Source: an optimization exercise on an open RTL-to-GDS flow (aim: small area). Production flows keep margins and buffers that such runs may drop.
In this exercise RTL edits were held to simulation tests only and were not proved equivalent to the original.
Power figures rest on the tool's default switching activity, not on a simulated workload.

==> flow/run.sh <==
#!/bin/bash
# Own layout flow: the standard layout (standard.sh, unchanged synthesis
# and steps), with the port buffers made from the smallest buffer cell.
# Runs in the work folder; make's full output goes to flow_make.log there,
# and ORFS keeps each step's own log under orfs/logs.
set -uo pipefail
export BUFFER_PORTS_ARGS="-buffer_cell sky130_fd_sc_hd__buf_1"
bash standard.sh > flow_make.log 2>&1
==> standard.sh <==
#!/bin/bash
# synth_recipe.tcl (not shown) runs the flow's synth.tcl, then flattens the netlist and writes it again
# the make line also repeats each setting of config.mk as NAME=value (left out here)
make -C /OpenROAD-flow-scripts/flow DESIGN_CONFIG=/design/flow/config.mk WORK_HOME=/design/flow/orfs CLKGATE_MAP_FILE= SYNTH_SCRIPT=/design/flow/synth_recipe.tcl "${@:-finish}"
==> config.mk <==
export PLATFORM = sky130hd
export DESIGN_NAME = intensity_reflector_cluster_detect
export DESIGN_NICKNAME = intensity_reflector_cluster_detect
export VERILOG_FILES = /design/flow/design.v
export SDC_FILE = /design/flow/constraint.sdc
export NUM_CORES = 4
export LEC_CHECK = 0
export CAP_MARGIN = 0
export CORE_MARGIN = 2
export CORE_UTILIZATION = 72
export CTS_BUF_LIST = sky130_fd_sc_hd__clkbuf_16
export CTS_CLUSTER_DIAMETER = 80
export CTS_CLUSTER_SIZE = 20
export SLEW_MARGIN = 0
==> constraint.sdc <==
create_clock -name core_clock -period 9.0 [get_ports {clk}]
set_input_delay 1.8000 -clock core_clock [delete_from_list [all_inputs] [get_ports {clk}]]
set_output_delay 1.8000 -clock core_clock [all_outputs]
set_load 0.01 [all_outputs]
==> design.v <==
package irc_pkg;
    localparam int INT_W = 16;
    localparam int RNG_W = 16;
endpackage
module intensity_reflector_cluster_detect
(
    input  logic        clk,
    input  logic        rst_n,
    input  logic        cfg_we,
    input  logic [2:0]  cfg_index,
    input  logic [22:0] cfg_data,
    input  logic        beam_valid,
    output logic        beam_stall,
    input  logic [15:0] beam_intensity,
    input  logic [15:0] beam_range_mm,
    input  logic        beam_range_finite,
    input  logic        beam_last,
    output logic        result_valid,
    input  logic        result_stall,
    output logic [19:0] result_center_index_q8,
    output logic [11:0] result_peak_index,
    output logic [11:0] result_start_index,
    output logic [11:0] result_end_index,
    output logic [15:0] result_peak_intensity,
    output logic [15:0] result_center_range_mm
);
    function automatic logic cmp_ge(input logic [28:0] a, input logic [28:0] b, input logic c0);
        logic c;
        c = c0;
        for (int i = 0; i < 29; i++)
            c = (a[i] & ~b[i]) | (c & (a[i] | ~b[i]));
        cmp_ge = c;
    endfunction
    function automatic logic [29:0] rip_add(input logic [28:0] a, input logic [28:0] b, input logic c0);
        logic [29:0] s;
        logic        c;
        c = c0;
        for (int i = 0; i < 29; i++)
        begin
            s[i] = a[i] ^ b[i] ^ c;
            c    = (a[i] & b[i]) | (a[i] & c) | (b[i] & c);
        end
        s[29] = c;
        rip_add = s;
    endfunction
    localparam logic [2:0] S_IDLE  = 3'd0;
    localparam logic [2:0] S_CLR   = 3'd1;    
    localparam logic [2:0] S_ACC   = 3'd2;    
    localparam logic [2:0] S_ACPT  = 3'd3;    
    localparam logic [2:0] S_ACPTC = 3'd4;    
    localparam logic [2:0] S_MUL   = 3'd5;    
    localparam logic [2:0] S_DIV   = 3'd6;    
    localparam logic [2:0] S_PRES  = 3'd7;    
    logic [15:0] thr_n;
    logic [15:0] thr_q;
    logic [12:0] minp_n;
    logic [15:0] span_q;
    logic [22:0] wmin_n;
    logic [22:0] wmax_n;
    logic [17:0] step_q;
    logic [15:0] lo_n;
    logic [15:0] lo_q;
    logic [15:0] hi_q;
    logic [7:0]  cfg_en;
    always_comb
    begin
        cfg_en = 8'd0;
        if (cfg_we)
            cfg_en[cfg_index] = 1'b1;
        if (!rst_n)
            cfg_en = 8'hFF;
    end
    always_ff @(posedge clk)
    begin
        if (cfg_en[0]) thr_n  <= rst_n ? ~cfg_data[15:0] : ~16'd45;
        if (cfg_en[1]) minp_n <= rst_n ? ~cfg_data[12:0] : ~13'd5;
        if (cfg_en[2]) span_q <= rst_n ? cfg_data[15:0] : 16'd30;
        if (cfg_en[3]) wmin_n <= rst_n ? ~cfg_data : ~23'd10000;
        if (cfg_en[4]) wmax_n <= rst_n ? ~cfg_data : ~23'd120000;
        if (cfg_en[5]) step_q <= rst_n ? cfg_data[17:0] : 18'd8727;
        if (cfg_en[6]) lo_n   <= rst_n ? ~cfg_data[15:0] : ~16'd150;
        if (cfg_en[7]) hi_q   <= rst_n ? cfg_data[15:0] : 16'd12000;
    end
    assign thr_q  = ~thr_n;
    assign lo_q   = ~lo_n;
    logic [2:0]  st;
    logic [7:0]  t;          
    logic [1:0]  ph;         
    logic [12:0] e_q;        
    logic        in_cl;      
    logic        dj;         
    logic        lastf;      
    logic        any_add;    
    logic [83:0] ring;
    logic [27:0] ws;
    logic [28:0] rem;        
    logic [15:0] near_q;
    logic [15:0] far_q;
    logic        spok;       
    logic [15:0] peak_q;
    logic [11:0] start_q;
    logic        ij;         
    logic        rj;         
    logic        sj;         
    logic        dpos;       
    logic        dneg;       
    logic divm;
    logic w_iws;             
    logic w_rws;             
    logic d_div;             
    logic d_shift;           
    logic slow;              
    logic stp;               
    logic cy;                
    assign divm    = (st == S_DIV);
    assign w_iws   = cmp_ge({21'd0, t}, 29'd24, 1'b1) && !cmp_ge({21'd0, t}, 29'd40, 1'b1);
    assign w_rws   = cmp_ge({21'd0, t}, 29'd68, 1'b1);
    assign d_shift = !cmp_ge({21'd0, t}, 29'd28, 1'b1)
                     || (cmp_ge({21'd0, t}, 29'd124, 1'b1) && !cmp_ge({21'd0, t}, 29'd152, 1'b1));
    assign d_div   = (cmp_ge({21'd0, t}, 29'd28, 1'b1) && !cmp_ge({21'd0, t}, 29'd48, 1'b1))
                     || cmp_ge({21'd0, t}, 29'd152, 1'b1);
    assign slow    = ((st == S_ACC) && (w_iws || w_rws)) || (st == S_MUL) || (divm && d_div);
    assign stp     = !slow || (ph == 2'd2);
    assign cy      = (ph != 2'd0);
    logic [12:0] e_inc;
    logic [11:0] idx;
    logic        in_window;
    logic        bright;
    logic        rng_ok;
    logic        join_b;
    logic        add_b;
    logic        close_b;
    always_comb
    begin
        logic c;
        c = 1'b1;
        for (int i = 0; i < 13; i++)
        begin
            e_inc[i] = e_q[i] ^ c;
            c        = e_q[i] & c;
        end
    end
    assign idx       = e_inc[11:0];
    assign in_window = (e_q != 13'h0FFF);
    assign bright    = cmp_ge({13'd0, beam_intensity}, {13'd0, thr_q}, 1'b1);
    assign rng_ok    = beam_range_finite && cmp_ge({13'd0, beam_range_mm}, {13'd0, lo_q}, 1'b1)
                       && cmp_ge({13'd0, hi_q}, {13'd0, beam_range_mm}, 1'b1);
    assign join_b    = in_window && bright;
    assign add_b     = join_b && rng_ok;
    assign close_b   = in_cl && (beam_last ? (dj || !join_b) : (!dj && in_window && !bright));
    logic        sgn;
    logic        accept;
    logic        okf;        
    assign sgn    = step_q[17];
    assign accept = okf && (ws != 28'd0) && spok;
    logic [15:0] e_dig;
    logic [15:0] s_dig;
    logic [7:0]  tq;
    logic [3:0]  wj;
    logic        m_cnt;
    logic        m_wid;
    logic        c_size;
    logic        c_min;
    logic        c_max;
    logic        clr;
    logic        din;
    logic [29:0] tr;
    logic [29:0] bv;
    logic        cin;
    logic [29:0] sa;
    logic [29:0] sb;
    logic [29:0] sc;
    logic [29:0] sv;
    logic        ca_q;
    logic        cb_q;
    logic        fits;
    assign m_cnt  = (st == S_MUL) && !cmp_ge({21'd0, t}, 29'd12, 1'b1);
    assign c_size = (st == S_MUL) && (t == 8'd12);
    assign m_wid  = (st == S_MUL) && cmp_ge({21'd0, t}, 29'd13, 1'b1) && !cmp_ge({21'd0, t}, 29'd25, 1'b1);
    assign c_min  = (st == S_MUL) && (t == 8'd25);
    assign c_max  = (st == S_MUL) && (t == 8'd26);
    assign e_dig = {4'd0, e_q[11:0]};
    assign s_dig = {4'd0, start_q};
    assign tq    = (st == S_MUL) ? tn : 8'd0;
    assign wj    = !cmp_ge({21'd0, tq}, 29'd12, 1'b1) ? (4'd11 - tq[3:0]) : (4'd8 - tq[3:0]);
    assign clr  = (t == 8'd0) || ((st == S_MUL) && t == 8'd13) || (divm && t == 8'd124);
    assign din  = divm && (!cmp_ge({21'd0, t}, 29'd40, 1'b1) || cmp_ge({21'd0, t}, 29'd124, 1'b1))
                  && ring[83];
    assign tr   = {rem & {29{!clr}}, din};
    always_comb
    begin
        bv  = 30'd0;
        cin = 1'b0;
        if (divm)
        begin
            bv  = {2'b11, ~ws};
            cin = 1'b1;
        end
        else if (m_cnt)
        begin
            bv  = {{29{dneg}}, dpos | dneg};
            cin = (t == 8'd11);
        end
        else if (m_wid)
        begin
            bv  = {{12{dneg}}, step_q ^ {18{sgn ^ dneg}}} & {30{dpos | dneg}};
            cin = (dpos && sgn) || (dneg && !sgn);
        end
        else if (c_size)
        begin
            bv  = {16'hFFFF, minp_n, 1'b1};
            cin = 1'b1;
        end
        else if (c_min)
        begin
            bv  = {6'h3F, wmin_n, 1'b1};
            cin = 1'b1;
        end
        else if (c_max)
        begin
            bv  = {6'h3F, wmax_n, 1'b1};
            cin = 1'b0;
        end
    end
    assign sa   = rip_add({19'd0, tr[9:0]}, {19'd0, bv[9:0]}, cin);
    assign sb   = rip_add({19'd0, tr[19:10]}, {19'd0, bv[19:10]}, ca_q && cy);
    assign sc   = rip_add({19'd0, tr[29:20]}, {19'd0, bv[29:20]}, cb_q && cy);
    assign sv   = {sc[9:0], sb[9:0], sa[9:0]};
    assign fits = sc[10];
    logic [28:0] rem_d;
    logic        rem_en;
    assign rem    = {far_q[12:0], near_q};
    assign rem_d  = (divm && (d_shift || !fits)) ? tr[28:0] : sv[28:0];
    assign rem_en = stp && (m_cnt || m_wid || divm);
    always_ff @(posedge clk)
    begin
        ca_q <= sa[10];
        cb_q <= sb[10];
        if (stp && c_size)
            okf <= fits;
        if (stp && c_min)
            okf <= okf && fits;
        if (stp && c_max)
            okf <= okf && !fits;
        if (stp)
        begin
            dpos <= e_dig[wj] && !s_dig[wj];
            dneg <= !e_dig[wj] && s_dig[wj];
        end
    end
    logic [83:0] rot;
    logic [15:0] addend;
    logic [29:0] ra;
    logic [29:0] rb;
    logic [27:0] rc;
    logic        rca_q;
    logic        rcb_q;
    logic [43:0] asum;
    logic        ring_en;
    logic        inj0;
    logic        inj40;
    logic        qbit;
    logic [83:0] ring_d;
    logic        w_ws;       
    logic        wc_q;       
    logic        wsb;
    logic        ws_en;
    logic [27:0] ws_d;
    assign rot    = {ring[82:0], ring[83]};
    assign addend = w_iws ? ({4'd0, idx} & {16{ij}}) : (beam_range_mm & {16{ij && w_rws}});
    assign ra     = rip_add({21'd0, rot[7:0]}, {21'd0, addend[7:0]}, 1'b0);
    assign rb     = rip_add({21'd0, rot[15:8]}, {21'd0, addend[15:8]}, rca_q && cy);
    always_comb
    begin
        logic c;
        c = rcb_q && cy;
        for (int i = 0; i < 28; i++)
        begin
            rc[i] = rot[16 + i] ^ c;
            c     = rot[16 + i] & c;
        end
    end
    assign asum    = {rc, rb[7:0], ra[7:0]};
    assign ring_en = ((st == S_CLR) || (st == S_ACC) || divm) && stp;
    assign inj0    = (st == S_CLR) || (divm && !(cmp_ge({21'd0, t}, 29'd40, 1'b1)
                                                 && !cmp_ge({21'd0, t}, 29'd124, 1'b1)));
    assign inj40   = divm && cmp_ge({21'd0, t}, 29'd40, 1'b1) && !cmp_ge({21'd0, t}, 29'd48, 1'b1);
    assign qbit    = divm && d_div && fits;
    always_comb
    begin
        ring_d = {rot[83:44], asum};
        if (inj0)
            ring_d[0] = qbit;
        if (inj40)
            ring_d[40] = qbit;
    end
    assign w_ws  = cmp_ge({21'd0, t}, 29'd40, 1'b1) && !cmp_ge({21'd0, t}, 29'd68, 1'b1);
    assign ws_en = ((st == S_CLR) || (st == S_ACC)) && w_ws && stp;
    assign wsb   = (ws[0] ^ ij ^ wc_q) && (st != S_CLR);
    assign ws_d  = {wsb, ws[27:1]};
    always_ff @(posedge clk)
    begin
        rca_q <= ra[8];
        rcb_q <= rb[8];
        wc_q  <= (st == S_ACC) && w_ws && ((ws[0] & ij) | (ws[0] & wc_q) | (ij & wc_q));
        if (ring_en)
            ring <= ring_d;
        if (ws_en)
            ws <= ws_d;
    end
    logic [7:0] tn;
    logic       win_n;
    logic [3:0] jn;
    always_comb
    begin
        logic c;
        c = 1'b1;
        for (int i = 0; i < 8; i++)
        begin
            tn[i] = t[i] ^ c;
            c     = t[i] & c;
        end
    end
    assign win_n = (cmp_ge({21'd0, tn}, 29'd24, 1'b1) && !cmp_ge({21'd0, tn}, 29'd56, 1'b1))
                   || (cmp_ge({21'd0, tn}, 29'd68, 1'b1) && !cmp_ge({21'd0, tn}, 29'd84, 1'b1));
    assign jn    = !cmp_ge({21'd0, tn}, 29'd40, 1'b1) ? (4'd7 - tn[3:0])
                   : (!cmp_ge({21'd0, tn}, 29'd56, 1'b1) ? (tn[3:0] ^ 4'd8) : (4'd3 - tn[3:0]));
    always_ff @(posedge clk)
    begin
        if (stp)
        begin
            ij <= (st == S_ACC) && win_n && add_b && beam_intensity[jn];
            rj <= beam_range_mm[jn];
            sj <= span_q[jn];
        end
    end
    logic w_cmp;
    logic nd_q, nl_q;        
    logic fd_q, fg_q;        
    logic pd_q, pg_q;        
    logic nb, fb, pb;
    logic cmp_en;
    logic sd_q;              
    logic so_q;              
    logic sm_q;              
    assign w_cmp  = w_iws;
    assign cmp_en = (st == S_ACC) && w_cmp && add_b && stp;
    assign nb = !any_add ? rj : (nd_q ? (nl_q ? rj : near_q[15]) : (rj & near_q[15]));
    assign fb = !any_add ? rj : (fd_q ? (fg_q ? rj : far_q[15]) : (rj | far_q[15]));
    assign pb = !any_add ? ij : (pd_q ? (pg_q ? ij : peak_q[15]) : (ij | peak_q[15]));
    always_ff @(posedge clk)
    begin
        if (stp)
        begin
            if (!w_cmp)
            begin
                nd_q <= 1'b0;
                fd_q <= 1'b0;
                pd_q <= 1'b0;
            end
            else
            begin
                if (!nd_q && (rj != near_q[15]))
                begin
                    nd_q <= 1'b1;
                    nl_q <= !rj;
                end
                if (!fd_q && (rj != far_q[15]))
                begin
                    fd_q <= 1'b1;
                    fg_q <= rj;
                end
                if (!pd_q && (ij != peak_q[15]))
                begin
                    pd_q <= 1'b1;
                    pg_q <= ij;
                end
            end
        end
        if (rem_en)
        begin
            near_q       <= rem_d[15:0];
            far_q[12:0]  <= rem_d[28:16];
        end
        if (cmp_en)
        begin
            near_q <= {near_q[14:0], nb};
            far_q  <= {far_q[14:0], fb};
            peak_q <= {peak_q[14:0], pb};
            if ((t == 8'd24) || !sd_q)
            begin
                if ((t == 8'd24) || !sm_q)
                begin
                    sd_q <= (nb || sj) && !fb || (nb && sj);
                    so_q <= 1'b1;
                    sm_q <= !nb && !sj && fb;
                end
                else
                begin
                    sd_q <= !((nb && sj) || ((nb ^ sj) && !fb));
                    so_q <= 1'b0;
                    sm_q <= !(nb && sj && !fb);
                end
            end
        end
        if ((st == S_IDLE) && beam_valid && !dj && join_b && !in_cl)
            start_q <= idx;
    end
    always_ff @(posedge clk)
    begin
        ph <= (slow && ph != 2'd2) ? ph + 2'd1 : 2'd0;
        if (stp)
            t <= tn;
        if ((st == S_IDLE) && beam_valid && !dj && join_b && !in_cl)
            any_add <= 1'b0;
        if ((st == S_ACC) && (t == 8'd83) && add_b)
            any_add <= 1'b1;
        if (st == S_ACPTC)
            lastf <= beam_last;
        case (st)
            S_IDLE: t <= 8'd0;
            S_CLR: if (t == 8'd83) t <= 8'd0;
            S_ACPTC: t <= 8'd0;
            S_MUL: if (t == 8'd27) t <= 8'd0;
            default: ;
        endcase
    end
    always_ff @(posedge clk or negedge rst_n)
    begin
        if (!rst_n)
        begin
            st    <= S_IDLE;
            e_q   <= 13'h1FFF;
            in_cl <= 1'b0;
            dj    <= 1'b0;
        end
        else
        begin
            case (st)
                S_IDLE:
                begin
                    if (beam_valid)
                    begin
                        if (!dj && join_b)
                        begin
                            if (!in_cl)
                            begin
                                in_cl <= 1'b1;
                                st    <= S_CLR;
                            end
                            else
                                st <= S_ACC;
                        end
                        else
                            st <= close_b ? S_ACPTC : S_ACPT;
                    end
                end
                S_CLR:
                begin
                    if (t == 8'd83)
                        st <= S_ACC;
                end
                S_ACC:
                begin
                    if (t == 8'd83 && stp)
                    begin
                        e_q <= e_inc;
                        dj  <= 1'b1;
                        st  <= S_IDLE;
                    end
                end
                S_ACPT:
                begin
                    dj <= 1'b0;
                    if (beam_last)
                        e_q <= 13'h1FFF;
                    else if (!dj && in_window)
                        e_q <= e_inc;
                    st <= S_IDLE;
                end
                S_ACPTC:
                begin
                    dj <= 1'b0;
                    st <= S_MUL;
                end
                S_MUL:
                begin
                    if (t == 8'd27)
                    begin
                        if (accept)
                            st <= S_DIV;
                        else
                        begin
                            e_q   <= lastf ? 13'h1FFF : e_inc;
                            in_cl <= 1'b0;
                            st    <= S_IDLE;
                        end
                    end
                end
                S_DIV:
                begin
                    if (t == 8'd167 && stp)
                        st <= S_PRES;
                end
                default:  
                begin
                    if (!result_stall)
                    begin
                        e_q   <= lastf ? 13'h1FFF : e_inc;
                        in_cl <= 1'b0;
                        st    <= S_IDLE;
                    end
                end
            endcase
        end
    end
    assign beam_stall   = !((st == S_ACPT) || (st == S_ACPTC));
    assign result_valid = (st == S_PRES);
    assign spok         = sd_q ? so_q : !sm_q;
    always_comb
    begin
        logic c;
        c = ring[83];
        for (int i = 0; i < 12; i++)
        begin
            result_peak_index[i] = ring[44 + i] ^ c;
            c                    = ring[44 + i] & c;
        end
    end
    assign result_center_index_q8 = {ring[55:44], ring[83:76]};
    assign result_start_index     = start_q;
    assign result_end_index       = e_q[11:0];
    assign result_peak_intensity  = peak_q;
    assign result_center_range_mm = ring[15:0];
endmodule
==> results.txt, run 1 <==
----------------------------------------------------
[Status]
  Run status ... timing/DRC/antenna clean

[Routing]
  DR DRC count ... 0
  Initial DRT Pass Iterations ... 6
  Number of violations reported at the end of detailed-routing iteration 0 ... 1505
  Antenna viol nets, final ... 0
  Number of vias in the routed layout ... 11960
  Per-cell via count in the routed design ... 6.446
  Wirelength per Cell ... 23.04 um
  Detailed-route wire length ... 42.75 mm

[Critical path]
  Worst path most repeated cell ... fa_1
  Buffers and inverters on the worst path ... 1
  Kind of cell adding the most delay to the critical path ... adder cells
  Largest incremental delay on the critical path ... 0.71 ns
  Critical path endpoint category ... flop
  Largest driver fanout on the critical path ... 25
  Ordered cell list for the critical path ... nand3b_1, nor3_1, and2_1, buf_4, a221oi_1, o22a_1, fa_1, fa_1, fa_1, fa_1, fa_1, fa_1, fa_1, fa_1, fa_1, a21oi_1, nor2_1, or2_1, o2bb2ai_1
  Setup Crit Path Kind ... reg2reg
  Element type at the critical path start ... flop
  Critical-path top delay cell ... dfrtp_1
  Data arrival time at the worst-slack endpoint ... 8.03 ns
  Required time reported for the critical path endpoint ... 9.35 ns

[STA]
  Unrepaired setup endpoints after global routing ... no
  Layout Skew ... 0.03348 ns
  Worst Hold Margin ... 0.4209 ns
  Final setup margin ... 1.315 ns
  Max-slew violation count ... 0
  Final-report setup violation count ... 0
  Total Neg Setup Slack ... 0 ns
  Timing-limited maximum frequency ... 130.1 MHz
  Share of the clock period used by the worst path after layout ... 85.39%
  Relative slew margins ... 21.62%
  Worst Max-Slew Pin Slew ... 1.176 ns
  Final Hold Fails ... 0
  Min Tclk post-route ... 7.685 ns

[Global route]
  Number of antenna violations at the first check in global routing ... 0
  Pin count of the biggest net entering global routing ... 85
  First-pass GRT wire length ... 65.32 mm
  Global route total overflow ... 0
  Overall Global Routing Usage ... 32.74%
  Number of global-route vias before repair ... 11500

[Die]
  Number of top-level pins ... 155
  Total core area ... 25040 um^2
  Standard-cell row count ... 58
  Height of the chip ... 163.1 um
  Width of the die ... 163.1 um
  Starting Density ... 72.78%
  Overall die area ... 26600 um^2

[Synthesis]
  Area share of the largest cell type after synthesis ... 54.22%
  Most used flip-flop cell after synthesis ... edfxtp_1
  Sequential fraction of the synthesis area ... 58.53%
  Synthesized netlist net count ... 1593
  Yosys warning total ... 1
  Cell types with the highest counts after synthesis ... edfxtp_1 (329), nand2_1 (139), nor2_1 (82)
  Number of distinct library cells after synthesis ... 85
  Cell type with the largest total area after synthesis ... edfxtp_1
  Number of standard cells after synthesis ... 1411
  Mean area per synthesized cell ... 12.91 um^2
  Synth top area cells ... edfxtp_1 (54%), fa_1 (4.9%), ha_1 (4.9%)
  Fraction of synthesis flops using an asynchronous set or reset pin ... 4.959%
  Count of state elements after synthesis ... 363
  Top-count cell post-synth ... edfxtp_1
  Number of flops mapped to enable cells by yosys ... 329
  Netlist Area Pre-Place ... 18220 um^2

[Min path]
  Kind of path behind the tightest hold check ... reg2reg

[Place]
  Number of input and output port buffers inserted ... 154
  HPWL after detailed placement ... 31.64 mm
  Setup slack at placement ... 1.422 ns
  Placer's final routability congestion estimate ... 0.9623

[Clock tree]
  Clock tree from TritonCTS ... yes
  Total clock buffers created by CTS ... 22
  Setup Fix Bufs, Post-CTS ... 0
  # H-tree levels ... 1
  CTS root buf ... clkbuf_16
  Gates resized, CTS repair ... 0
  Clk pin slew, worst setup/hold paths ... 0.09 ns
  Clock latency reported for the late side of the worst-skew pair ... 0.56 ns
  CTS sink cnt ... 363
  Cts hold-fix bufs ... 0
  Max Buffers Root-to-Sink ... 3

[Power and ir drop]
  Sw frac ... 35.24%
  Relative contribution of combinational cells to total power ... 31.7%
  Standby leakage power ... 6.998 nW
  NetSw ... 0.001893 W
  Clock Power Share ... 18.6%
  Sequential power share ... 49.7%
  Max IR drop VDD ... 0.0002604 V
  PD cells ... 275.6 nW/um^2
  Int Power ... 0.003478 W

[Flow run]
  Max_cap viols ... 0

[Cells and area]
  Final Net Count ... 1692
  Fraction of final layout cells with drive strength greater than 1 ... 7.864%
  Layout Area Growth over Synthesis ... 6.949%
  Ant diodes ... 0

----------------------------------------------------
final timing paths:
path	startpoint	endpoint	slack (ns)	depth (start not counted)
min in group asynchronous	rst_n	st[0]	1.27	1
max reg2reg	st[2]	far_q[7]	1.32	19
min	ph[0]	ph[0]	0.42	1
max	st[2]	far_q[7]	1.32	19
max in group asynchronous	rst_n	st[2]	7.27	1
min reg2reg	ph[0]	ph[0]	0.42	1
registers in the layout, indices dropped and copies added (netlist names), 2 cells and up:
register,cells
ring,84
ws,28
wmax_n,23
wmin_n,23
step_q,18
far_q,16
hi_q,16
lo_n,16
near_q,16
peak_q,16
span_q,16
thr_n,16
e_q,13
minp_n,13
start_q,12
t,8
st,3
ph,2
layout make-up:
cell class                 count  area [um^2]
sequential                   363        10670
fill                        1539         5548
timing repair buffer         178        759.5
inverter                      82        307.8
clock buffer                  22        550.5
multi-input combinational    863         6699
clock inverter                18        92.59
tap                          330        412.9
placed cells by master (no fill, tap or decap), drive strengths merged, types with 10 or more instances in the layout:
cell / count
a21oi: 53
a221oi: 11
a22o: 16
a22oi: 24
and2: 19
buf: 177
clkbuf: 23
dfstp: 13
dfxtp: 16
edfxtp: 329
fa: 45
ha: 72
inv: 99
mux2: 12
mux2i: 14
mux4: 16
nand2: 140
nand2b: 25
nand3: 16
nor2: 82
nor2b: 23
nor3: 24
nor4: 14
o21ai: 75
o22ai: 15
o2bb2ai: 27
o31ai: 10
xnor2: 22
power by group through the flow:
stage | logic (W) | clock network, W | registers [W]
final | 0.00170 | 0.00100 | 0.00267
after CTS | 0.00170 | 0.00101 | 0.00266
after floorplan | 0.00134 | 0 | 0.00261
after global placement | 0.00160 | 0 | 0.00268
after detailed placement | 0.00169 | 0 | 0.00269
after global routing | 0.00190 | 0.00106 | 0.00271
through the flow:
step                util, %  power, W  cell area (um^2)  cells
floorplan                 -  0.003946             18220   1411
CTS                   77.84  0.005370             19490   1856
detailed placement    75.27  0.004389             18850   1816
finish                77.84  0.005371             19490   1856
global route          77.84  0.005666             19490   1856
global placement      75.27  0.004277             18850   1816
metal layers:
layer,global-route usage [%],vias up,wire (um)
met5,0,-,0
met1,46.32,5862,17170
met2,51.98,648,20150
met4,10.78,0,1594
met3,6.602,94,3845
li1,-,5360,-
cell families after synthesis:
logic type,count (synthesis),share of synthesized area [%]
and+or+nand+nor,377,10.18
DFF,363,58.53
AOI/OAI and AO/OA,290,10.92
buffers and inverters,185,5.053
adders and majority gates,123,10.22
muxes,42,3.488
xor gates and xnor gates,31,1.593
==> run 2: changes to the inputs <==
--- a/config.mk
+++ b/config.mk
@@ -8,5 +8,5 @@
 export CAP_MARGIN = 0
 export CORE_MARGIN = 2
-export CORE_UTILIZATION = 72
+export CORE_UTILIZATION = 65
 export CTS_BUF_LIST = sky130_fd_sc_hd__clkbuf_16
 export CTS_CLUSTER_DIAMETER = 80
==> run 2 against run 1 <==
  * Sequential cell count did not move
  * Total power decreased by 0.73%
  * Still clean on timing, DRC and antenna
  * Die area rose by 10%
  * Wire length fell by 5.0%
==> results.txt, run 2 <==
----------------------------------------------------
[Status]
  Run status ... timing/DRC/antenna clean

[Synthesis]
  Count of state elements after synthesis ... 363 (unchanged)
  Number of flops mapped to enable cells by yosys ... 329 (unchanged)
  Most used flip-flop cell after synthesis ... edfxtp_1
  Netlist Area Pre-Place ... 18220 um^2 (unchanged)
  Area share of and/or/nand/nor cells after synthesis ... 10.18% (unchanged)
  Synthesized-area fraction occupied by ao, oa, aoi and oai cells ... 10.92% (unchanged)
  Yosys warning total ... 1 (unchanged)
  XOR/XNOR Fraction of Synth Area ... 1.593% (unchanged)
  Area share of the largest cell type after synthesis ... 54.22% (unchanged)
  Sequential fraction of the synthesis area ... 58.53% (unchanged)
  Fraction of synthesis flops using an asynchronous set or reset pin ... 4.959% (unchanged)
  Mean area per synthesized cell ... 12.91 um^2 (unchanged)
  Largest family of logic cells by synthesized area ... compound AO/OA/AOI/OAI gates
  Number of distinct library cells after synthesis ... 85 (unchanged)
  Synthesized netlist net count ... 1593 (unchanged)
  Top-count cell post-synth ... edfxtp_1
  Cell types with the highest counts after synthesis ... edfxtp_1 (329), nand2_1 (139), nor2_1 (82)
  Cell type with the largest total area after synthesis ... edfxtp_1
  Adder-cell share of the synthesized area ... 10.22% (unchanged)
  Number of standard cells after synthesis ... 1411 (unchanged)
  Mux cell area share after synthesis ... 3.488% (unchanged)
  Synth top area cells ... edfxtp_1 (54%), fa_1 (4.9%), ha_1 (4.9%)

[STA]
  Layout Skew ... 0.01768 ns (-0.01580 ns)
  Share of the clock period used by the worst path after layout ... 84.78% (-0.60 points)
  Worst Max-Slew Pin Slew ... 1.315 ns (+0.1396 ns)
  Final-report setup violation count ... 0 (unchanged)
  Unrepaired setup endpoints after global routing ... no
  Final setup margin ... 1.369 ns (+0.05406 ns)
  Relative slew margins ... 12.31% (-9.3 points)
  Min Tclk post-route ... 7.631 ns (-0.05406 ns)
  Timing-limited maximum frequency ... 131.1 MHz (+0.71%)
  Final Hold Fails ... 0 (unchanged)
  Max-slew violation count ... 0 (unchanged)
  Total Neg Setup Slack ... 0 ns (unchanged)

[Cells and area]
  Top register by number of flip-flops ... ring
  Layout Area Growth over Synthesis ... 7.375%
  Flip-flop count of the largest register after layout ... 84 (unchanged)
  Fraction of final layout cells with drive strength greater than 1 ... 7.924% (+0.060 points)
  Largest registers ... ring x84, ws x28
  Top library cells by usage in the layout, fill and taps aside ... edfxtp_1 (329), buf_1 (153), nand2_1 (139)
  Ant diodes ... 0 (unchanged)
  Final Net Count ... 1693 (+0.059%)
  Final Instance Count excl. Fillers ... 1905 (+2.6%)
  Most common cell after layout, fill and taps aside ... edfxtp_1

[Critical path]
  Reg-to-Reg End ... near_q[9]
  Critical path endpoint category ... flop
  Worst setup slack for register-to-register paths ... 1.37 ns (+0.05 ns)
  Worst reg2reg path startpoint ... st[2]
  Setup Crit Path Kind ... reg2reg
  Largest driver fanout on the critical path ... 27 (+8.0%)
  Required time reported for the critical path endpoint ... 9.29 ns (-0.06 ns)
  Element type at the critical path start ... flop
  CP Capture Point ... near_q[9]
  Critical path launch point ... st[2]
  Data arrival time at the worst-slack endpoint ... 7.92 ns (-0.11 ns)
  Register-to-Register Path Depth ... 20 (+1)

[Routing]
  Per-cell via count in the routed design ... 6.048 (-6.2%)
  Wirelength per Cell ... 21.33 um (-7.4%)
  Detailed-route wire length ... 40.63 mm (-5.0%)
  Number of violations reported at the end of detailed-routing iteration 0 ... 1200 (-20%)
  Antenna viol nets, final ... 0 (unchanged)
  DR DRC count ... 0 (unchanged)
  Initial DRT Pass Iterations ... 6 (unchanged)
  Number of vias in the routed layout ... 11520 (-3.7%)

[Global route]
  Number of global-route vias before repair ... 10990 (-4.5%)
  Global route total overflow ... 0 (unchanged)
  Number of antenna violations at the first check in global routing ... 0 (unchanged)
  Pin count of the biggest net entering global routing ... 85 (unchanged)
  Overall Global Routing Usage ... 28.41% (-4.3 points)
  First-pass GRT wire length ... 63.18 mm (-3.3%)

[Die]
  Height of the chip ... 171.4 um (+5.1%)
  Starting Density ... 65.77% (-7.0 points)
  Width of the die ... 171.4 um (+5.1%)
  Total core area ... 27710 um^2 (+11%)
  Standard-cell row count ... 61 (+5.2%)
  Overall die area ... 29390 um^2 (+10%)
  Number of top-level pins ... 155 (unchanged)

[Clock tree]
  Max Buffers Root-to-Sink ... 3 (unchanged)
  CTS root buf ... clkbuf_16
  CTS sink cnt ... 363 (unchanged)
  Setup Fix Bufs, Post-CTS ... 0 (unchanged)
  Cts hold-fix bufs ... 0 (unchanged)
  Clk pin slew, worst setup/hold paths ... 0.09 ns (about the same)
  Clock tree from TritonCTS ... yes
  Clock latency reported for the late side of the worst-skew pair ... 0.54 ns (-0.02 ns)
  Total clock buffers created by CTS ... 22 (unchanged)
  Gates resized, CTS repair ... 0 (unchanged)
  # H-tree levels ... 1 (unchanged)

[Place]
  Number of placed instances with taps included ... 1865 (+2.7%)
  Placer's final routability congestion estimate ... 0.9095 (-5.5%)
  Number of input and output port buffers inserted ... 154 (unchanged)
  Setup slack at placement ... 1.469 ns (+0.04666 ns)
  HPWL after detailed placement ... 30.47 mm (-3.7%)

[Power and ir drop]
  Max IR drop VDD ... 0.0002318 V (-11%)
  NetSw ... 0.001841 W (-2.7%)
  PD cells ... 272.5 nW/um^2 (-1.1%)
  Sequential power share ... 49.8% (about the same)
  Sw frac ... 34.54% (-0.70 points)
  Overall Power ... 0.005331 W (-0.73%)
  Clock Power Share ... 18.9% (+0.3 points)
  Standby leakage power ... 7.004 nW (about the same)
  Int Power ... 0.003490 W (+0.35%)
  Relative contribution of combinational cells to total power ... 31.3% (-0.4 points)

[Min path]
  Kind of path behind the tightest hold check ... reg2reg

[Flow run]
  Max_cap viols ... 0 (unchanged)

----------------------------------------------------
[run 2: through the flow]
step / hold slack, ns / area, um^2 / utilization [%]
2_1_floorplan: 0.3925 / 18220 / -
3_3_place_gp: 0.4016 / 18910 / 68.27
3_5_place_dp: 0.4052 / 18910 / 68.27
4_1_cts: 0.4255 / 19570 / 70.62
5_1_grt: 0.4308 / 19570 / 70.62
6_report: 0.4193 / 19570 / 70.62
[run 2: worst min path at each step]
stage | startpoint | end | slack [ns] | cells past startpoint
2_1_floorplan | ph[0] | ph[0] | 0.39 | 1
3_3_place_gp | ring[56] | ring[57] | 0.40 | 0
3_5_place_dp | ring[59] | ring[60] | 0.41 | 0
4_1_cts | ring[59] | ring[60] | 0.43 | 0
5_1_grt | ring[57] | ring[58] | 0.43 | 0
6_report | ph[0] | ph[0] | 0.42 | 1
[run 2: power by group through the flow]
| stage | clock network, W | logic (W) | registers (W) |
|---|---|---|---|
| 2_1_floorplan | 0 | 0.00134 | 0.00261 |
| 3_3_place_gp | 0 | 0.00163 | 0.00268 |
| 3_5_place_dp | 0 | 0.00169 | 0.00269 |
| 4_1_cts | 0.00103 | 0.00168 | 0.00266 |
| 5_1_grt | 0.00107 | 0.00189 | 0.00270 |
| 6_report | 0.00101 | 0.00167 | 0.00266 |
[run 2: cell families (layout without fill, tap and decap cells)]
logic type	count (synthesis)	count (layout)
AND/OR/NAND/NOR	377	377
flip-flops	363	363
adder cells (fa/ha/maj)	123	123
XOR/XNOR	31	31
AO/OA/AOI/OAI	290	290
multiplexers	42	42
buffers and inverters	185	301
[run 2: final cells by class]
class	count	area (um^2)
repair buffers	179	767.0
clock inverters	17	77.57
multi-input cells	863	6699
fillers	1994	8139
clock buffers	23	575.6
flip-flops and latches	363	10670
well taps	378	473.0
inverters	82	307.8
[run 2: metal layers]
layer  wire length (um)  vias up  global-route usage, %
met2              19210      470                  45.54
met5                  0        -                      0
met4                937        0                  6.374
li1                   -     5380                      -
met1              17540     5618                  41.97
met3               2948       54                  3.751
[run 2: worst max-delay path, stage by stage (launching register included)]
cell and delay [ns]:
dfrtp_1 0.71, nand3b_1 0.50, nor3_1 0.51, nand2_1 0.10
nor2_1 0.10, buf_4 0.28, a221oi_1 0.15, o22a_1 0.23
fa_1 0.44, fa_1 0.41, fa_1 0.40, fa_1 0.39
fa_1 0.39, fa_1 0.39, fa_1 0.43, fa_1 0.39
fa_1 0.41, a21oi_1 0.18, nor2_1 0.11, a21o_1 0.51
a22o_1 0.32
==> run 3: changes to the inputs <==
--- a/config.mk
+++ b/config.mk
@@ -10,5 +10,5 @@
 export CORE_UTILIZATION = 65
 export CTS_BUF_LIST = sky130_fd_sc_hd__clkbuf_16
-export CTS_CLUSTER_DIAMETER = 80
-export CTS_CLUSTER_SIZE = 20
+export CTS_CLUSTER_DIAMETER = 90
+export CTS_CLUSTER_SIZE = 25
 export SLEW_MARGIN = 0
==> run 3 against run 2 <==
  * Global-route usage barely moved
  * Synthesized area did not move
  * Synthesized cell count did not move
  * Clock power fell by about 10%
  * Combinational power barely moved
  * Critical path depth did not move
  * Core utilization fell by 0.44 points
  * Via count fell by 0.57%
  * Cell area fell by 0.63%
==> results.txt, run 3 <==
----------------------------------------------------
[Status]
  Run status ... timing/DRC/antenna clean

[Die]
  Standard-cell row count ... 61 (unchanged)
  Total core area ... 27710 um^2 (unchanged)
  Starting Density ... 65.77% (unchanged)
  Height of the chip ... 171.4 um (unchanged)
  Number of top-level pins ... 155 (unchanged)
  Overall die area ... 29390 um^2 (unchanged)
  Width of the die ... 171.4 um (unchanged)

[Cells and area]
  Ant diodes ... 0 (unchanged)
  Layout Area Growth over Synthesis ... 6.701%
  Final Instance Count excl. Fillers ... 1897 (-0.42%)
  Final Net Count ... 1689 (-0.24%)
  Largest registers ... ring x84, ws x28
  Most common cell after layout, fill and taps aside ... edfxtp_1
  Flip-flop count of the largest register after layout ... 84 (unchanged)
  Util after Layout ... 70.18% (-0.44 points)
  Fraction of final layout cells with drive strength greater than 1 ... 7.702% (-0.22 points)
  Top library cells by usage in the layout, fill and taps aside ... edfxtp_1 (329), buf_1 (153), nand2_1 (139)
  Top register by number of flip-flops ... ring

[Clock tree]
  Total clock buffers created by CTS ... 18 (-18%)
  Cts hold-fix bufs ... 0 (unchanged)
  CTS sink cnt ... 363 (unchanged)
  Clock tree from TritonCTS ... yes
  Setup Fix Bufs, Post-CTS ... 0 (unchanged)
  # H-tree levels ... 1 (unchanged)
  Clk pin slew, worst setup/hold paths ... 0.11 ns (+0.02 ns)
  Clock latency reported for the late side of the worst-skew pair ... 0.53 ns (about the same)
  CTS root buf ... clkbuf_16
  Max Buffers Root-to-Sink ... 3 (unchanged)
  Gates resized, CTS repair ... 0 (unchanged)

[Critical path]
  Register-to-Register Path Depth ... 20 (unchanged)
  Setup Crit Path Kind ... reg2reg
  Critical path launch point ... st[2]
  Critical path endpoint category ... flop
  Worst setup slack for register-to-register paths ... 1.35 ns (-0.02 ns)
  Data arrival time at the worst-slack endpoint ... 7.93 ns (about the same)
  Element type at the critical path start ... flop
  CP Capture Point ... near_q[9]
  Reg-to-Reg End ... near_q[9]
  Largest driver fanout on the critical path ... 27 (unchanged)
  Required time reported for the critical path endpoint ... 9.28 ns (about the same)
  Worst reg2reg path startpoint ... st[2]

[Synthesis]
  Fraction of synthesis flops using an asynchronous set or reset pin ... 4.959% (unchanged)
  Number of standard cells after synthesis ... 1411 (unchanged)
  Mean area per synthesized cell ... 12.91 um^2 (unchanged)
  Count of state elements after synthesis ... 363 (unchanged)
  Number of flops mapped to enable cells by yosys ... 329 (unchanged)
  Yosys warning total ... 1 (unchanged)
  Synth top area cells ... edfxtp_1 (54%), fa_1 (4.9%), ha_1 (4.9%)
  Sequential fraction of the synthesis area ... 58.53% (unchanged)
  Area share of the largest cell type after synthesis ... 54.22% (unchanged)
  Synthesized netlist net count ... 1593 (unchanged)
  Netlist Area Pre-Place ... 18220 um^2 (unchanged)
  Top-count cell post-synth ... edfxtp_1
  Most used flip-flop cell after synthesis ... edfxtp_1
  Cell types with the highest counts after synthesis ... edfxtp_1 (329), nand2_1 (139), nor2_1 (82)
  Number of distinct library cells after synthesis ... 85 (unchanged)
  Cell type with the largest total area after synthesis ... edfxtp_1

[Place]
  Number of input and output port buffers inserted ... 154 (unchanged)
  Number of placed instances with taps included ... 1865 (unchanged)
  Setup slack at placement ... 1.469 ns (unchanged)
  HPWL after detailed placement ... 30.47 mm (unchanged)
  Placer's final routability congestion estimate ... 0.9095 (unchanged)

[STA]
  Final setup margin ... 1.354 ns (-0.01532 ns)
  Unrepaired setup endpoints after global routing ... no
  Share of the clock period used by the worst path after layout ... 84.95% (+0.17 points)
  Worst Max-Slew Pin Slew ... 1.290 ns (-0.02569 ns)
  Timing-limited maximum frequency ... 130.8 MHz (-0.20%)
  Relative slew margins ... 14.02% (+1.7 points)
  Max-slew violation count ... 0 (unchanged)
  Total Neg Setup Slack ... 0 ns (unchanged)
  Final Hold Fails ... 0 (unchanged)
  Min Tclk post-route ... 7.646 ns (+0.01532 ns)
  Worst Hold Margin ... 0.4217 ns (+0.002442 ns)
  Final-report setup violation count ... 0 (unchanged)
  Layout Skew ... 0.02107 ns (+0.003387 ns)

[Power and ir drop]
  Max IR drop VDD ... 0.0002292 V (-1.2%)
  Standby leakage power ... 6.931 nW (-1.0%)
  PD cells ... 269.3 nW/um^2 (-1.1%)

[Routing]
  DR DRC count ... 0 (unchanged)
  Number of vias in the routed layout ... 11460 (-0.57%)
  Number of violations reported at the end of detailed-routing iteration 0 ... 1202 (+0.17%)
  Per-cell via count in the routed design ... 6.039 (-0.15%)
  Antenna viol nets, final ... 0 (unchanged)
  Initial DRT Pass Iterations ... 5 (-1)
  Detailed-route wire length ... 40.74 mm (+0.26%)
  Wirelength per Cell ... 21.48 um (+0.69%)

[Global route]
  Number of global-route vias before repair ... 10960 (-0.24%)
  Number of antenna violations at the first check in global routing ... 0 (unchanged)
  Global route total overflow ... 0 (unchanged)
  First-pass GRT wire length ... 63.17 mm (about the same)
  Pin count of the biggest net entering global routing ... 85 (unchanged)
  Overall Global Routing Usage ... 28.40% (about the same)

[Min path]
  Kind of path behind the tightest hold check ... reg2reg

[Flow run]
  Max_cap viols ... 0 (unchanged)

----------------------------------------------------
run 3: cell types whose count changed in the layout (fill, tap and decap cells not counted):
| cell | change |
|---|---|
| clkbuf_16 | -4 |
| clkinv_8 | -1 |
| inv_1 | -4 |
| inv_6 | +1 |
run 3: worst min-delay path by stage:
stage,startpoint,cells after the start,end
after global placement,ring[56],0,ring[57]
after global routing,ring[57],0,ring[58]
after CTS,ring[59],0,ring[60]
after detailed placement,ring[59],0,ring[60]
after floorplan,ph[0],1,ph[0]
final,ph[0],1,ph[0]
run 3: critical path, stage by stage (launching register included):
cell and delay (ns):
dfrtp_1 0.72, nand3b_1 0.49, nor3_1 0.52, nand2_1 0.11, nor2_1 0.10, buf_4 0.28
a221oi_1 0.15, o22a_1 0.24, fa_1 0.44, fa_1 0.41, fa_1 0.40, fa_1 0.39
fa_1 0.39, fa_1 0.39, fa_1 0.43, fa_1 0.39, fa_1 0.41, a21oi_1 0.18
nor2_1 0.12, a21o_1 0.51, a22o_1 0.32
run 3: layer usage:
metal  vias up  GRT usage (%)  share of wire [%]  wire length (um)
li1       5364              -                  -                 -
met1      5623          42.10                 44             17860
met2       422          45.98                 47             19330
met3        47          3.613                7.1              2886
met4         0          5.306                1.6               665
met5         -              0                  0                 0
run 3: kinds of logic after synthesis:
kind of cell | after synthesis | synth area share [%]
muxes | 42 | 3.488
xor gates and xnor gates | 31 | 1.593
adders and majority gates | 123 | 10.22
buffers and inverters | 185 | 5.053
AOI/OAI and AO/OA | 290 | 10.92
DFF | 363 | 58.53
and+or+nand+nor | 377 | 10.18
run 3: power by group:
part	total, W	internal (W)	switching [W]
sequential	0.00266	0.00240	0.000257
clock	0.000907	0.000389	0.000518
combinational	0.00167	0.000625	0.00105
total	0.00524	0.00341	0.00183
run 3: metrics by stage:
step	total power, W	cell area, um^2
after floorplan	0.003946	18220
after detailed placement	0.004378	18910
after CTS	0.005262	19440
after global placement	0.004311	18910
final	0.005237	19440
after global routing	0.005563	19440
run 3: layout make-up:
| type | instances | area (um^2) |
|---|---|---|
| Clock buffer | 19 | 475.5 |
| Clock inverter | 13 | 55.05 |
| Fill cell | 1994 | 8262 |
| Inverter | 82 | 307.8 |
| Multi-Input combinational cell | 863 | 6699 |
| Sequential cell | 363 | 10670 |
| Tap cell | 378 | 473.0 |
| Timing Repair Buffer | 179 | 767.0 |
==> run 4: changes to the inputs <==
--- a/design.v
+++ b/design.v
@@ -62,23 +62,30 @@
     logic [15:0] lo_q;
     logic [15:0] hi_q;
-    logic [7:0]  cfg_en;
-    always_comb
+    always_ff @(posedge clk or negedge rst_n)
     begin
-        cfg_en = 8'd0;
-        if (cfg_we)
-            cfg_en[cfg_index] = 1'b1;
         if (!rst_n)
-            cfg_en = 8'hFF;
-    end
-    always_ff @(posedge clk)
-    begin
-        if (cfg_en[0]) thr_n  <= rst_n ? ~cfg_data[15:0] : ~16'd45;
-        if (cfg_en[1]) minp_n <= rst_n ? ~cfg_data[12:0] : ~13'd5;
-        if (cfg_en[2]) span_q <= rst_n ? cfg_data[15:0] : 16'd30;
-        if (cfg_en[3]) wmin_n <= rst_n ? ~cfg_data : ~23'd10000;
-        if (cfg_en[4]) wmax_n <= rst_n ? ~cfg_data : ~23'd120000;
-        if (cfg_en[5]) step_q <= rst_n ? cfg_data[17:0] : 18'd8727;
-        if (cfg_en[6]) lo_n   <= rst_n ? ~cfg_data[15:0] : ~16'd150;
-        if (cfg_en[7]) hi_q   <= rst_n ? cfg_data[15:0] : 16'd12000;
+        begin
+            thr_n  <= ~16'd45;
+            minp_n <= ~13'd5;
+            span_q <= 16'd30;
+            wmin_n <= ~23'd10000;
+            wmax_n <= ~23'd120000;
+            step_q <= 18'd8727;
+            lo_n   <= ~16'd150;
+            hi_q   <= 16'd12000;
+        end
+        else if (cfg_we)
+        begin
+            case (cfg_index)
+                3'd0: thr_n  <= ~cfg_data[15:0];
+                3'd1: minp_n <= ~cfg_data[12:0];
+                3'd2: span_q <= cfg_data[15:0];
+                3'd3: wmin_n <= ~cfg_data;
+                3'd4: wmax_n <= ~cfg_data;
+                3'd5: step_q <= cfg_data[17:0];
+                3'd6: lo_n   <= ~cfg_data[15:0];
+                default: hi_q <= cfg_data[15:0];
+            endcase
+        end
     end
     assign thr_q  = ~thr_n;
--- a/config.mk
+++ b/config.mk
@@ -10,5 +10,5 @@
 export CORE_UTILIZATION = 65
 export CTS_BUF_LIST = sky130_fd_sc_hd__clkbuf_16
-export CTS_CLUSTER_DIAMETER = 90
-export CTS_CLUSTER_SIZE = 25
+export CTS_CLUSTER_DIAMETER = 80
+export CTS_CLUSTER_SIZE = 20
 export SLEW_MARGIN = 0
==> run 4 against run 3 <==
  * Wire length increased by 6.9%
  * Combinational power increased by 6%
  * Critical path type unchanged
  * First-iteration DRC count decreased by 1.7%
==> results.txt, run 4 <==
----------------------------------------------------
[Status]
  Run status ... timing/DRC/antenna clean

[Clock tree]
  Cts hold-fix bufs ... 0 (unchanged)
  Max Buffers Root-to-Sink ... 3 (unchanged)
  Clock latency reported for the late side of the worst-skew pair ... 0.54 ns (about the same)
  # H-tree levels ... 1 (unchanged)
  Gates resized, CTS repair ... 0 (unchanged)
  CTS sink cnt ... 363 (unchanged)
  CTS root buf ... clkbuf_16
  Total clock buffers created by CTS ... 22 (+4)
  Setup Fix Bufs, Post-CTS ... 0 (unchanged)
  Clock tree from TritonCTS ... yes
  Clk pin slew, worst setup/hold paths ... 0.08 ns (-0.03 ns)

[Critical path]
  Element type at the critical path start ... flop
  Critical path endpoint category ... flop
  Data arrival time at the worst-slack endpoint ... 7.96 ns (+0.03 ns)
  Required time reported for the critical path endpoint ... 9.29 ns (about the same)
  Setup Crit Path Kind ... reg2reg
  Largest driver fanout on the critical path ... 27 (unchanged)

[Global route]
  Number of antenna violations at the first check in global routing ... 0 (unchanged)
  Number of global-route vias before repair ... 11930 (+8.8%)
  Overall Global Routing Usage ... 28.70% (+0.30 points)
  Global route total overflow ... 0 (unchanged)
  First-pass GRT wire length ... 67.59 mm (+7.0%)
  Pin count of the biggest net entering global routing ... 85 (unchanged)

[Routing]
  Per-cell via count in the routed design ... 6.199 (+2.7%)
  Antenna viol nets, final ... 0 (unchanged)
  DR DRC count ... 0 (unchanged)
  Wirelength per Cell ... 21.26 um (-1.0%)
  Number of violations reported at the end of detailed-routing iteration 0 ... 1181 (-1.7%)
  Initial DRT Pass Iterations ... 8 (+3)
  Detailed-route wire length ... 43.54 mm (+6.9%)
  Number of vias in the routed layout ... 12700 (+11%)

[Synthesis]
  Top-count cell post-synth ... edfxtp_1
  Number of standard cells after synthesis ... 1575 (+12%)
  Number of flops mapped to enable cells by yosys ... 188 (-43%)
  Cell type with the largest total area after synthesis ... edfxtp_1
  Cell types with the highest counts after synthesis ... edfxtp_1 (188), nand2_1 (163), nor2_1 (109)
  Number of distinct library cells after synthesis ... 99 (+16%)
  Fraction of synthesis flops using an asynchronous set or reset pin ... 43.80% (+39 points)
  Yosys warning total ... 1 (unchanged)
  Sequential fraction of the synthesis area ... 53.69% (-4.8 points)
  Count of state elements after synthesis ... 363 (unchanged)
  Netlist Area Pre-Place ... 18750 um^2 (+2.9%)
  Most used flip-flop cell after synthesis ... edfxtp_1
  Synth top area cells ... edfxtp_1 (30%), dfstp_2 (14%), dfrtp_1 (8.0%)
  Synthesized netlist net count ... 1754 (+10%)
  Mean area per synthesized cell ... 11.91 um^2 (-7.8%)
  Area share of the largest cell type after synthesis ... 30.11% (-24 points)

[Cells and area]
  Final Net Count ... 1827 (+8.2%)
  Ant diodes ... 0 (unchanged)
  Multi-input logic area ... 7824 um^2 (+17%)
  Final-layout fill cell count ... 2173 (+9.0%)
  Most common cell after layout, fill and taps aside ... edfxtp_1
  Layout Area Growth over Synthesis ... 6.486%
  Top library cells by usage in the layout, fill and taps aside ... edfxtp_1 (188), nand2_1 (163), buf_1 (153)
  Top register by number of flip-flops ... ring
  Footprint of the flip-flops and latches ... 10070 um^2 (-5.6%)
  Flip-flop count of the largest register after layout ... 84 (unchanged)
  Fraction of final layout cells with drive strength greater than 1 ... 15.14% (+7.4 points)
  Largest registers ... ring x84, ws x28

[Power and ir drop]
  Overall Power ... 0.005575 W (+6.5%)
  PD cells ... 279.2 nW/um^2 (+3.7%)
  Standby leakage power ... 7.434 nW (+7.3%)
  Max IR drop VDD ... 0.0002033 V (-11%)

[STA]
  Worst Max-Slew Pin Slew ... 1.158 ns (-0.1314 ns)
  Min Tclk post-route ... 7.670 ns (+0.02363 ns)
  Layout Skew ... 0.02137 ns (+0.0002953 ns)
  Relative slew margins ... 22.44% (+8.4 points)
  Final setup margin ... 1.330 ns (-0.02363 ns)
  Share of the clock period used by the worst path after layout ... 85.22% (+0.26 points)
  Final Hold Fails ... 0 (unchanged)
  Timing-limited maximum frequency ... 130.4 MHz (-0.31%)
  Total Neg Setup Slack ... 0 ns (unchanged)
  Final-report setup violation count ... 0 (unchanged)
  Unrepaired setup endpoints after global routing ... no
  Max-slew violation count ... 0 (unchanged)

[Die]
  Standard-cell row count ... 62 (+1.6%)
  Width of the die ... 173.9 um (+1.4%)
  Number of top-level pins ... 155 (unchanged)
  Total core area ... 28550 um^2 (+3.0%)
  Overall die area ... 30220 um^2 (+2.8%)
  Height of the chip ... 173.9 um (+1.4%)
  Starting Density ... 65.69% (-0.086 points)

[Flow run]
  Max_cap viols ... 0 (unchanged)

[Place]
  Placer's final routability congestion estimate ... 0.9158 (+0.69%)
  Setup slack at placement ... 1.435 ns (-0.03346 ns)
  HPWL after detailed placement ... 31.42 mm (+3.1%)
  Number of input and output port buffers inserted ... 154 (unchanged)

[Min path]
  Kind of path behind the tightest hold check ... reg2reg

----------------------------------------------------
run 4: layer usage:
layer | wire length, um | global-route usage, % | vias up | share of wire (%)
met5 | 0 | 0 | - | 0
met4 | 898 | 5.882 | 0 | 2.1
met3 | 2639 | 3.246 | 57 | 6.1
met2 | 20090 | 44.85 | 479 | 46
met1 | 19910 | 44.14 | 6282 | 46
li1 | - | - | 5878 | -
run 4: layout make-up:
class | instances | area share (%)
clock inverter | 17 | 0.3885
timing repair buffer | 177 | 3.778
clock buffer | 23 | 2.882
multi-input combinational | 1034 | 39.18
sequential | 363 | 50.42
tap | 384 | 2.406
inverter | 50 | 0.9399
run 4: worst max-delay path, stage by stage, from the launching register on:
cell      delay (ns)
dfrtp_1         0.87
and3b_1         0.46
and3_1          0.36
and2_1          0.32
or2_2           0.40
nor2_1          0.32
a221oi_1        0.17
a22o_1          0.25
fa_1            0.42
fa_1            0.39
fa_1            0.39
fa_1            0.40
fa_1            0.39
fa_1            0.39
fa_1            0.42
fa_1            0.40
fa_1            0.36
inv_1           0.07
fa_1            0.41
a22o_1          0.21
run 4: cells by family (layout without fill, tap and decap cells):
group / Yosys count / count (layout) / synth area share (%)
and+or+nand+nor: 412 / 412 / 10.44
AOI/OAI and AO/OA: 387 / 387 / 13.79
muxes: 87 / 87 / 6.072
xor gates and xnor gates: 30 / 30 / 1.481
DFF: 363 / 363 / 53.69
buffers and inverters: 178 / 267 / 4.904
adders and majority gates: 118 / 118 / 9.628
run 4: path summary, 6_finish.rpt:
check,start,end,slack (ns),cells past startpoint
worst min-delay path,ring[62],ring[63],0.42,0
max in group asynchronous,rst_n,lo_n[4],5.80,3
worst max register to register,st[1],far_q[3],1.33,19
min in group asynchronous,rst_n,step_q[17],1.38,1
worst min register to register,ring[62],ring[63],0.42,0
worst max-delay path,st[1],far_q[3],1.33,19
run 4: report_power, final:
group,switching (W),total [W],internal (W)
Sequential,0.000340,0.00279,0.00245
Clock,0.000545,0.00101,0.000467
Combinational,0.00109,0.00177,0.000680
run 4: through the flow:
step	hold slack [ns]	std cells	area, um^2	util, %
after floorplan	0.3925	1575	18750	-
after global placement	0.4033	2008	19310	67.66
after detailed placement	0.4045	2008	19310	67.66
after CTS	0.4243	2048	19970	69.95
after global routing	0.4320	2048	19970	69.95
final	0.4213	2048	19970	69.95

## afterwards: timing with drivers on the ports
The flow's constraints put no driver on any port. The routed layouts listed below were extracted and timed again, unchanged, in two steps. Step 1: set_driving_cell puts a clkbuf_16 on clk and a buf_2 on each other input, an assumption about the parent block. Step 2 adds t to the input delays and takes it off the output delays; t is the mean of the earliest and latest rising clock arrival at the registers after step 1. Input paths then give back, and output paths get back, about the clock's delay inside the block. a / b / c = no drivers / after step 1 / after step 2; a / b = the first two.
| run | shift t [ns] | setup WS [ns] | hold slack, ns |
|---|---|---|---|
| run 1 | 0.589 | 1.315 / 1.315 / 1.315 | 0.421 / 0.421 / 0.421 |
| run 2 | 0.583 | 1.369 / 1.369 / 1.369 | 0.419 / 0.419 / 0.419 |
| run 3 | 0.573 | 1.354 / 1.354 / 1.354 | 0.422 / 0.422 / 0.422 |
| run 4 | 0.581 | 1.330 / 1.330 / 1.330 | 0.421 / 0.421 / 0.421 |
After both steps setup and hold are still met in every run listed.
